This is an optimization exercise on Yosys and OpenROAD, whose aim is small area and few clock cycles per item, not a production implementation.
In this exercise RTL edits were held to simulation tests only and were not proved equivalent to the original.
Power and IR drop assume default switching activity.

==> inputs of exp/amber <==
==> flow/design.v <==
package ols_pkg;
   localparam int OLS_DEPTH     = 16;
   localparam int OLS_WORD_BITS = 32;
   localparam int OP_BITS     = 3;
   localparam int VALUE_BITS  = 32;
   localparam int POS_BITS    = 6;
   localparam int STATUS_BITS = 3;
   localparam int COUNT_BITS  = 5;
   localparam logic [VALUE_BITS-1:0] NEG_ONE = '1;
   typedef enum logic [OP_BITS-1:0] {
      OP_PUSH_BACK    = 3'd0,
      OP_POP_BACK     = 3'd1,
      OP_PUSH_FRONT   = 3'd2,
      OP_POP_FRONT    = 3'd3,
      OP_INSERT_AFTER = 3'd4,
      OP_READ_AT      = 3'd5,
      OP_FIND         = 3'd6
   } ols_op_type;
   typedef enum logic [STATUS_BITS-1:0] {
      ST_OK       = 3'd0,
      ST_INDEX    = 3'd1,
      ST_EMPTY    = 3'd2,
      ST_NOTFOUND = 3'd3,
      ST_FULL     = 3'd4
   } ols_status_type;
   typedef struct packed {
      logic load_new;
      logic take_prev;
      logic take_next;
   } ols_cell_ctl_type;
endpackage
import ols_pkg::*;
module ordered_list_store (
   input  logic                          clock,
   input  logic                          reset,
   input  logic                          req_valid,
   output logic                          req_ready,
   input  logic        [OP_BITS-1:0]     req_operation,
   input  logic signed [VALUE_BITS-1:0]  req_value,
   input  logic signed [POS_BITS-1:0]    req_position,
   output logic                          rsp_valid,
   input  logic                          rsp_ready,
   output logic signed [VALUE_BITS-1:0]  rsp_result_word,
   output logic        [STATUS_BITS-1:0] rsp_status,
   output logic        [COUNT_BITS-1:0]  rsp_count
);
   localparam int D = 16;
   logic [4:0]  count_ff;
   logic [3:0]  ord   [D];
   logic [31:0] slot  [D];
   logic         rsp_valid_ff;
   logic [2:0]   rsp_status_ff;
   logic [D-1:0] rsp_vec_ff;
   logic         rsp_find;        
   logic        accept;
   assign req_ready = !rsp_valid_ff || rsp_ready;
   assign accept    = req_valid && req_ready;
   logic [2:0]  op;
   logic        is_ins, is_pop, is_popf, is_read, is_find;
   logic        full, empty;
   logic        pos_neg, pos_lt;      
   logic        ins_ok, pop_ok, read_ok;
   logic [4:0]  q;                    
   logic [3:0]  ridx;                 
   logic [3:0]  rslot;
   assign op      = req_operation;
   assign is_ins  = (op == 3'd0) || (op == 3'd2) || (op == 3'd4);
   assign is_pop  = (op == 3'd1) || (op == 3'd3);
   assign is_popf = (op == 3'd3);
   assign is_read = (op == 3'd5);
   assign is_find = (op == 3'd6);
   assign full    = count_ff[4];
   assign empty   = (count_ff == 5'd0);
   assign pos_neg = req_position[5];
   assign pos_lt  = pos_neg || ({1'b0, req_position[4:0]} < {1'b0, count_ff});
   always_comb begin
      ins_ok = 1'b0;
      q      = 5'd0;
      unique case (op)
         3'd0: begin q = count_ff; ins_ok = !full; end
         3'd2: begin q = 5'd0;     ins_ok = !full; end
         3'd4: begin
            q      = req_position[4:0] + 5'd1;
            ins_ok = !full && pos_lt && (!pos_neg || req_position == 6'h3f);
         end
         default: ;
      endcase
   end
   assign pop_ok  = is_pop && !empty;
   assign read_ok = is_read && !pos_neg && pos_lt;
   assign ridx    = (op == 3'd1) ? (count_ff[3:0] - 4'd1) :
                    (op == 3'd3) ? 4'd0 : req_position[3:0];
   assign rslot   = ord[ridx];
   logic [D-1:0] hit;
   always_comb
      for (int s = 0; s < D; s++) hit[s] = (slot[s] == req_value);
   logic [2:0]   st;
   logic [D-1:0] vec;
   always_comb begin
      st     = 3'd0;
      vec    = '0;
      if (is_ins) begin
         if (op == 3'd4 && !(pos_lt && (!pos_neg || req_position == 6'h3f))) st = 3'd1;
         else if (full) st = 3'd4;
      end else if (is_pop) begin
         if (empty) st = 3'd2;
         else begin vec = D'(1) << rslot; end
      end else if (is_read) begin
         if (!read_ok) st = 3'd1;
         else begin vec = D'(1) << rslot; end
      end else if (is_find) begin
         st  = 3'd3;                  
         vec = hit;
      end
   end
   logic do_ins, do_popf;
   assign do_ins  = accept && ins_ok;
   assign do_popf = accept && pop_ok && is_popf;
   always_ff @(posedge clock) begin
      for (int i = 0; i < D; i++) begin
         if (reset) ord[i] <= 4'(i);
         else if (do_ins && 5'(i) >= q) ord[i] <= (5'(i) == q) ? ord[D-1] : ord[(i+D-1)%D];
         else if (do_popf) ord[i] <= ord[(i+1)%D];
      end
   end
   always_ff @(posedge clock) begin
      for (int s = 0; s < D; s++)
         if (do_ins && ord[D-1] == 4'(s)) slot[s] <= req_value;
   end
   always_ff @(posedge clock) begin
      if (reset) begin
         count_ff     <= '0;
         rsp_valid_ff <= 1'b0;
      end else begin
         if (accept) begin
            count_ff     <= count_ff + 5'(ins_ok) - 5'(pop_ok);
            rsp_valid_ff <= 1'b1;
         end else if (rsp_ready) begin
            rsp_valid_ff <= 1'b0;
         end
      end
   end
   always_ff @(posedge clock) begin
      if (accept) begin
         rsp_status_ff <= st;
         rsp_vec_ff    <= vec;
      end
   end
   assign rsp_find = (rsp_status_ff == 3'd3);
   logic [D-1:0] hpos;
   logic [3:0]   fidx;
   logic         found;
   always_comb begin
      for (int p = 0; p < D; p++)
         hpos[p] = rsp_find && rsp_vec_ff[ord[p]] && (5'(p) < count_ff);
      found = |hpos;
      fidx  = 4'd0;
      for (int p = D - 1; p >= 0; p--) if (hpos[p]) fidx = 4'(p);
   end
   logic [31:0] slot_word;
   always_comb begin
      slot_word = '0;
      for (int s = 0; s < D; s++)
         slot_word = slot_word | (slot[s] & {32{!rsp_find && rsp_vec_ff[s]}});
   end
   assign rsp_valid       = rsp_valid_ff;
   assign rsp_status      = rsp_status_ff & {3{!found}};
   assign rsp_count       = count_ff;
   assign rsp_result_word = slot_word | {32{|rsp_status}} | {28'b0, fidx};
endmodule
==> flow/flow/run.sh <==
#!/bin/bash
# Own layout flow: the standard flow (standard.sh) with three changes.
#  1. Synthesis is ORFS's own, run by standard.sh, with an area-oriented ABC
#     mapping script in place of the speed script (a copy of ORFS's scripts
#     folder with only abc_speed.script replaced); registers are unchanged.
#  2. Port buffers are buf_2 cells.
#  3. The clock tree uses clkbuf_16 only, larger sink clusters and no dummy
#     loads.
# Each tool's output goes to the ORFS logs under orfs/logs and to the
# flow_*.log files here.
set -euo pipefail
cd "$(dirname "$0")/.."
W=$PWD
rm -rf "$W/scripts_area"
cp -r "$FLOW_HOME/scripts" "$W/scripts_area"
cat > "$W/scripts_area/abc_speed.script" <<'ABC'
&get -n
&st
&dch -f
&nf -a -R 1000
&put
ABC
bash standard.sh SCRIPTS_DIR="$W/scripts_area" synth > flow_synth.log 2>&1
bash standard.sh \
  "CTS_ARGS=-sink_clustering_enable -repair_clock_nets -dont_use_dummy_load -buf_list sky130_fd_sc_hd__clkbuf_16 -sink_clustering_size 25 -sink_clustering_max_diameter 70" \
  "BUFFER_PORTS_ARGS=-buffer_cell sky130_fd_sc_hd__buf_2" \
  finish > flow_layout.log 2>&1
==> flow/standard.sh <==
#!/bin/bash
# synth_recipe.tcl (not shown) runs the flow's synth.tcl, then flattens the netlist and writes it again
# the make line also repeats each setting of config.mk as NAME=value (left out here)
make -C /OpenROAD-flow-scripts/flow DESIGN_CONFIG=/design/flow/config.mk WORK_HOME=/design/flow/orfs CLKGATE_MAP_FILE= SYNTH_SCRIPT=/design/flow/synth_recipe.tcl "${@:-finish}"
==> flow/config.mk <==
export PLATFORM = sky130hd
export DESIGN_NAME = ordered_list_store
export DESIGN_NICKNAME = ordered_list_store
export VERILOG_FILES = /design/flow/design.v
export SDC_FILE = /design/flow/constraint.sdc
export NUM_CORES = 4
export LEC_CHECK = 0
export CAP_MARGIN = 10
export CORE_MARGIN = 2
export CORE_UTILIZATION = 40
export GPL_TIMING_DRIVEN = 0
export SLEW_MARGIN = 10
==> flow/constraint.sdc <==
create_clock -name core_clock -period 6.0 [get_ports {clock}]
set_input_delay 1.2000 -clock core_clock [delete_from_list [all_inputs] [get_ports {clock}]]
set_output_delay 1.2000 -clock core_clock [all_outputs]
set_load 0.01 [all_outputs]
==> exp/nickel (differences from exp/amber) <==
--- a/flow/design.v
+++ b/flow/design.v
@@ -48,10 +48,10 @@
    logic [4:0]  count_ff;
    logic [3:0]  ord   [D];
    logic [31:0] slot  [D];
-   logic         rsp_valid_ff;
-   logic [2:0]   rsp_status_ff;
-   logic [D-1:0] rsp_vec_ff;
-   logic         rsp_find;        
+   logic        rsp_valid_ff;
+   logic [2:0]  rsp_status_ff;
+   logic [3:0]  rsp_sel_ff;
+   logic        rsp_data_ff;
    logic        accept;
    assign req_ready = !rsp_valid_ff || rsp_ready;
    assign accept    = req_valid && req_ready;
@@ -91,26 +91,35 @@
    assign ridx    = (op == 3'd1) ? (count_ff[3:0] - 4'd1) :
                     (op == 3'd3) ? 4'd0 : req_position[3:0];
    assign rslot   = ord[ridx];
-   logic [D-1:0] hit;
-   always_comb
+   logic [D-1:0] hit, hpos;
+   logic [3:0]   fidx;
+   logic         found;
+   always_comb begin
       for (int s = 0; s < D; s++) hit[s] = (slot[s] == req_value);
-   logic [2:0]   st;
-   logic [D-1:0] vec;
+      for (int p = 0; p < D; p++) hpos[p] = hit[ord[p]] && (5'(p) < count_ff);
+      found = |hpos;
+      fidx  = 4'd0;
+      for (int p = D - 1; p >= 0; p--) if (hpos[p]) fidx = 4'(p);
+   end
+   logic [2:0] st;
+   logic [3:0] sel;
+   logic       isdata;
    always_comb begin
       st     = 3'd0;
-      vec    = '0;
+      sel    = 4'd0;
+      isdata = 1'b0;
       if (is_ins) begin
          if (op == 3'd4 && !(pos_lt && (!pos_neg || req_position == 6'h3f))) st = 3'd1;
          else if (full) st = 3'd4;
       end else if (is_pop) begin
          if (empty) st = 3'd2;
-         else begin vec = D'(1) << rslot; end
+         else begin sel = rslot; isdata = 1'b1; end
       end else if (is_read) begin
          if (!read_ok) st = 3'd1;
-         else begin vec = D'(1) << rslot; end
+         else begin sel = rslot; isdata = 1'b1; end
       end else if (is_find) begin
-         st  = 3'd3;                  
-         vec = hit;
+         if (!found) st = 3'd3;
+         else sel = fidx;
       end
    end
    logic do_ins, do_popf;
@@ -143,28 +152,13 @@
    always_ff @(posedge clock) begin
       if (accept) begin
          rsp_status_ff <= st;
-         rsp_vec_ff    <= vec;
+         rsp_sel_ff    <= sel;
+         rsp_data_ff   <= isdata;
       end
    end
-   assign rsp_find = (rsp_status_ff == 3'd3);
-   logic [D-1:0] hpos;
-   logic [3:0]   fidx;
-   logic         found;
-   always_comb begin
-      for (int p = 0; p < D; p++)
-         hpos[p] = rsp_find && rsp_vec_ff[ord[p]] && (5'(p) < count_ff);
-      found = |hpos;
-      fidx  = 4'd0;
-      for (int p = D - 1; p >= 0; p--) if (hpos[p]) fidx = 4'(p);
-   end
-   logic [31:0] slot_word;
-   always_comb begin
-      slot_word = '0;
-      for (int s = 0; s < D; s++)
-         slot_word = slot_word | (slot[s] & {32{!rsp_find && rsp_vec_ff[s]}});
-   end
    assign rsp_valid       = rsp_valid_ff;
-   assign rsp_status      = rsp_status_ff & {3{!found}};
+   assign rsp_status      = rsp_status_ff;
    assign rsp_count       = count_ff;
-   assign rsp_result_word = slot_word | {32{|rsp_status}} | {28'b0, fidx};
+   assign rsp_result_word = rsp_data_ff ? slot[rsp_sel_ff]
+                          : {{28{rsp_status_ff != 3'd0}}, rsp_sel_ff | {4{rsp_status_ff != 3'd0}}};
 endmodule
==> flow/run.sh (new file) <==
#!/bin/bash
# synth_recipe.tcl (not shown) runs the flow's synth.tcl, then flattens the netlist and writes it again
# the make line also repeats each setting of config.mk as NAME=value (left out here)
make -C /OpenROAD-flow-scripts/flow DESIGN_CONFIG=/design/flow/config.mk WORK_HOME=/design/flow/orfs CLKGATE_MAP_FILE= SYNTH_SCRIPT=/design/flow/synth_recipe.tcl finish
--- a/flow/config.mk
+++ b/flow/config.mk
@@ -5,8 +5,10 @@
 export SDC_FILE = /design/flow/constraint.sdc
 export NUM_CORES = 4
 export LEC_CHECK = 0
-export CAP_MARGIN = 10
+export CAP_MARGIN = 20
 export CORE_MARGIN = 2
 export CORE_UTILIZATION = 40
-export GPL_TIMING_DRIVEN = 0
-export SLEW_MARGIN = 10
+export CTS_BUF_LIST = sky130_fd_sc_hd__clkbuf_16
+export CTS_CLUSTER_DIAMETER = 100
+export CTS_CLUSTER_SIZE = 30
+export SLEW_MARGIN = 20
removed: flow/flow/run.sh
removed: flow/standard.sh
==> exp/onyx (differences from exp/amber) <==
--- a/flow/config.mk
+++ b/flow/config.mk
@@ -5,8 +5,9 @@
 export SDC_FILE = /design/flow/constraint.sdc
 export NUM_CORES = 4
 export LEC_CHECK = 0
-export CAP_MARGIN = 10
+export CAP_MARGIN = 20
 export CORE_MARGIN = 2
-export CORE_UTILIZATION = 40
+export CORE_UTILIZATION = 50
 export GPL_TIMING_DRIVEN = 0
-export SLEW_MARGIN = 10
+export PLACE_DENSITY = 0.65
+export SLEW_MARGIN = 20
==> exp/yarrow (differences from exp/amber) <==
--- a/flow/design.v
+++ b/flow/design.v
@@ -116,13 +116,24 @@
    logic do_ins, do_popf;
    assign do_ins  = accept && ins_ok;
    assign do_popf = accept && pop_ok && is_popf;
-   always_ff @(posedge clock) begin
+   logic [D-1:0] sel_prev, sel_bus, sel_hold;
+   logic         sel_next;
+   logic [3:0]   ord_in [D];
+   always_comb begin
+      sel_next = do_popf && !reset;
       for (int i = 0; i < D; i++) begin
-         if (reset) ord[i] <= 4'(i);
-         else if (do_ins && 5'(i) >= q) ord[i] <= (5'(i) == q) ? ord[D-1] : ord[(i+D-1)%D];
-         else if (do_popf) ord[i] <= ord[(i+1)%D];
+         sel_bus[i]  = do_ins && !reset && (5'(i) == q);
+         sel_prev[i] = do_ins && !reset && (5'(i) > q);
+         sel_hold[i] = !reset && !sel_next && !sel_bus[i] && !sel_prev[i];
+         ord_in[i]   = ({4{sel_prev[i]}} & ord[(i+D-1)%D])
+                     | ({4{sel_next}}    & ord[(i+1)%D])
+                     | ({4{sel_bus[i]}}  & ord[D-1])
+                     | ({4{sel_hold[i]}} & ord[i])
+                     | ({4{reset}}       & 4'(i));
       end
    end
+   always_ff @(posedge clock)
+      for (int i = 0; i < D; i++) ord[i] <= ord_in[i];
    always_ff @(posedge clock) begin
       for (int s = 0; s < D; s++)
          if (do_ins && ord[D-1] == 4'(s)) slot[s] <= req_value;
==> flow/flow/run.sh (replaced) <==
#!/bin/bash
# Own layout flow: the standard flow (standard.sh) with three changes.
#  1. Synthesis is ORFS's own, run by standard.sh, with an area-oriented ABC
#     mapping script in place of the speed script (a copy of ORFS's scripts
#     folder with only abc_speed.script replaced); registers are unchanged.
#  2. Port buffers are buf_2 cells.
#  3. Repair buffers stop at buf_6 (buf_8 and up are not used).
#  4. The clock tree uses clkbuf_16 only, larger sink clusters and no dummy
#     loads.
# Each tool's output goes to the ORFS logs under orfs/logs and to the
# flow_*.log files here.
set -euo pipefail
cd "$(dirname "$0")/.."
W=$PWD
rm -rf "$W/scripts_area"
cp -r "$FLOW_HOME/scripts" "$W/scripts_area"
cat > "$W/scripts_area/abc_speed.script" <<'ABC'
&get -n
&st
&dch -f
&nf -p -R 1000 -C 32
&put
ABC
bash standard.sh SCRIPTS_DIR="$W/scripts_area" synth > flow_synth.log 2>&1
# The platform's don't-use cells, and the larger buffers.
DONT_USE="
  sky130_fd_sc_hd__probe_p_8 \
  sky130_fd_sc_hd__probec_p_8 \
  sky130_fd_sc_hd__lpflow_bleeder_1 \
  sky130_fd_sc_hd__lpflow_clkbufkapwr_1 \
  sky130_fd_sc_hd__lpflow_clkbufkapwr_16 \
  sky130_fd_sc_hd__lpflow_clkbufkapwr_2 \
  sky130_fd_sc_hd__lpflow_clkbufkapwr_4 \
  sky130_fd_sc_hd__lpflow_clkbufkapwr_8 \
  sky130_fd_sc_hd__lpflow_clkinvkapwr_1 \
  sky130_fd_sc_hd__lpflow_clkinvkapwr_16 \
  sky130_fd_sc_hd__lpflow_clkinvkapwr_2 \
  sky130_fd_sc_hd__lpflow_clkinvkapwr_4 \
  sky130_fd_sc_hd__lpflow_clkinvkapwr_8 \
  sky130_fd_sc_hd__lpflow_decapkapwr_12 \
  sky130_fd_sc_hd__lpflow_decapkapwr_3 \
  sky130_fd_sc_hd__lpflow_decapkapwr_4 \
  sky130_fd_sc_hd__lpflow_decapkapwr_6 \
  sky130_fd_sc_hd__lpflow_decapkapwr_8 \
  sky130_fd_sc_hd__lpflow_inputiso0n_1 \
  sky130_fd_sc_hd__lpflow_inputiso0p_1 \
  sky130_fd_sc_hd__lpflow_inputiso1n_1 \
  sky130_fd_sc_hd__lpflow_inputiso1p_1 \
  sky130_fd_sc_hd__lpflow_inputisolatch_1 \
  sky130_fd_sc_hd__lpflow_isobufsrc_1 \
  sky130_fd_sc_hd__lpflow_isobufsrc_16 \
  sky130_fd_sc_hd__lpflow_isobufsrc_2 \
  sky130_fd_sc_hd__lpflow_isobufsrc_4 \
  sky130_fd_sc_hd__lpflow_isobufsrc_8 \
  sky130_fd_sc_hd__lpflow_isobufsrckapwr_16 \
  sky130_fd_sc_hd__lpflow_lsbuf_lh_hl_isowell_tap_1 \
  sky130_fd_sc_hd__lpflow_lsbuf_lh_hl_isowell_tap_2 \
  sky130_fd_sc_hd__lpflow_lsbuf_lh_hl_isowell_tap_4 \
  sky130_fd_sc_hd__lpflow_lsbuf_lh_isowell_4 \
  sky130_fd_sc_hd__lpflow_lsbuf_lh_isowell_tap_1 \
  sky130_fd_sc_hd__lpflow_lsbuf_lh_isowell_tap_2 \
  sky130_fd_sc_hd__lpflow_lsbuf_lh_isowell_tap_4 \
  sky130_fd_sc_hd__buf_8 \
  sky130_fd_sc_hd__buf_12 \
  sky130_fd_sc_hd__buf_16 \
  sky130_fd_sc_hd__bufbuf_8 \
  sky130_fd_sc_hd__bufbuf_16"
bash standard.sh \
  "DONT_USE_CELLS=$(echo $DONT_USE)" \
  "CTS_ARGS=-sink_clustering_enable -repair_clock_nets -dont_use_dummy_load -buf_list sky130_fd_sc_hd__clkbuf_16 -sink_clustering_size 30 -sink_clustering_max_diameter 80" \
  "BUFFER_PORTS_ARGS=-buffer_cell sky130_fd_sc_hd__buf_2" \
  finish > flow_layout.log 2>&1
--- a/flow/config.mk
+++ b/flow/config.mk
@@ -8,5 +8,6 @@
 export CAP_MARGIN = 10
 export CORE_MARGIN = 2
 export CORE_UTILIZATION = 40
-export GPL_TIMING_DRIVEN = 0
+export GPL_TIMING_DRIVEN = 1
+export PLACE_DENSITY = 0.85
 export SLEW_MARGIN = 10
==> summary of the runs <==
exp/amber ran to the end with no violations. exp/yarrow went through all stages and came out clean. exp/onyx finished clean. exp/nickel completed with no timing, DRC or antenna violations. Between exp/nickel and exp/amber, the lower maximum frequency is in exp/amber (gap about 2.3%, measured against exp/amber). Sequential power is about the same in exp/onyx and exp/amber. Against exp/nickel, the clock skew of exp/onyx is higher by 0.034 ns. Against exp/amber, the global-route usage of exp/yarrow is lower by 0.34 points. Register-to-register slack: exp/amber is better than exp/onyx (0.04 ns). Between exp/amber and exp/onyx, the lower first-iteration DRC count is in exp/amber (gap 12%, measured against exp/onyx). Die area: exp/nickel > exp/amber > exp/yarrow > exp/onyx. Of exp/nickel and exp/onyx, exp/onyx has the higher count of clock-buffer cells in the layout (gap 12). The highest total power belongs to exp/onyx, the lowest to exp/yarrow.
==> figures <==
Total length of routed met3 wires: exp/yarrow 11.9 mm; exp/amber 7.19 mm; exp/nickel 16.4 mm; exp/onyx 8.24 mm
First-pass iteration count of the detailed router: exp/yarrow 9; exp/amber 9; exp/nickel 5; exp/onyx 7
Proportion of cell area occupied by multi-input gates: exp/yarrow 0.396; exp/amber 0.400; exp/nickel 0.397; exp/onyx 0.399
Status: exp/yarrow complete, no violations; exp/amber complete, no violations; exp/nickel complete, no violations; exp/onyx complete, no violations
Synthesized Nets: exp/yarrow 2371; exp/amber 2493; exp/nickel 2822; exp/onyx 2493
Power per cell area: exp/yarrow 244 mW/mm^2; exp/amber 248 mW/mm^2; exp/nickel 237 mW/mm^2; exp/onyx 250 mW/mm^2
Die extent in y: exp/yarrow 281 um; exp/amber 283 um; exp/nickel 291 um; exp/onyx 254 um
Detailed-placement wirelength estimate: exp/yarrow 63.7 mm; exp/amber 65.4 mm; exp/nickel 107 mm; exp/onyx 66.0 mm
Multi-input gate area: exp/yarrow 0.0133 mm^2; exp/amber 0.0139 mm^2; exp/nickel 0.0146 mm^2; exp/onyx 0.0139 mm^2
Maximum achievable frequency: exp/yarrow 0.171 GHz; exp/amber 0.176 GHz; exp/nickel 0.180 GHz; exp/onyx 0.171 GHz
Actual transition at the worst max-transition pin: exp/yarrow 1.36 ns; exp/amber 1.13 ns; exp/nickel 1.27 ns; exp/onyx 1.16 ns
Number of cell rows: exp/yarrow 101; exp/amber 102; exp/nickel 105; exp/onyx 91
Share of final layout cell area taken by non-clock buffers: exp/yarrow 0.0252; exp/amber 0.0333; exp/nickel 0.0727; exp/onyx 0.0412
Min-delay src: exp/yarrow ord[5][3]$_DFF_P_; exp/amber rsp_valid_ff$_SDFFE_PP0P_; exp/nickel ord[2][2]$_SDFFE_PP0P_; exp/onyx rsp_valid_ff$_SDFFE_PP0P_
Sequential share of the synthesized area: exp/yarrow 0.566; exp/amber 0.556; exp/nickel 0.517; exp/onyx 0.556
Final std cells w/o fill: exp/yarrow 3525; exp/amber 3642; exp/nickel 3940; exp/onyx 3447
Via count of the first global-routing pass: exp/yarrow 21300; exp/amber 21900; exp/nickel 25500; exp/onyx 21900
Share of total power in combinational logic: exp/yarrow 0.158; exp/amber 0.152; exp/nickel 0.183; exp/onyx 0.153
Met3 Use GR: exp/yarrow 0.0437; exp/amber 0.0343; exp/nickel 0.0686; exp/onyx 0.0473
Testbench counts of exp/amber, summed over its fixed seeds: cycles 16,008, items 16,000.
Testbench counts of exp/nickel, summed over its fixed seeds: cycles 16,008, items 16,000.
Testbench counts of exp/onyx, summed over its fixed seeds: cycles 16,008, items 16,000.
Testbench counts of exp/yarrow, summed over its fixed seeds: cycles 16,008, items 16,000.

what the ideal ports hide:
No port has a modelled driver above. Below, the same layouts with a new extraction and two added sets of constraints.
Step 1: set_driving_cell puts a clkbuf_16 on clock and a buf_2 on each other input, an assumption about the parent block.
Step 2 also shifts input and output timing later by t, the mid clock arrival at the registers, as if the neighbouring blocks saw the same clock.
Three values: ideal ports, drivers, drivers and shift; two values: the first two.
run | shift t [ns] | setup slack, ns | worst hold slack (ns) | slew at the worst register clock pin (ns)
exp/amber | 0.631 | 0.302 / 0.237 / 0.229 | 0.531 / 0.531 / 0.531 | 0.10 / 0.10
exp/nickel | 0.731 | 0.433 / 0.357 / 0.132 | 0.540 / 0.540 / 0.540 | 0.12 / 0.12
exp/onyx | 0.650 | 0.144 / 0.077 / 0.319 | 0.523 / 0.523 / 0.523 | 0.10 / 0.10
exp/yarrow | 0.651 | 0.136 / 0.071 / 0.722 | 0.545 / 0.545 / 0.545 | 0.12 / 0.12
After both steps setup and hold are still met in every run listed. The setup slack of exp/nickel, which loses most, moves by -0.076 ns with the drivers and by -0.301 ns with both steps.
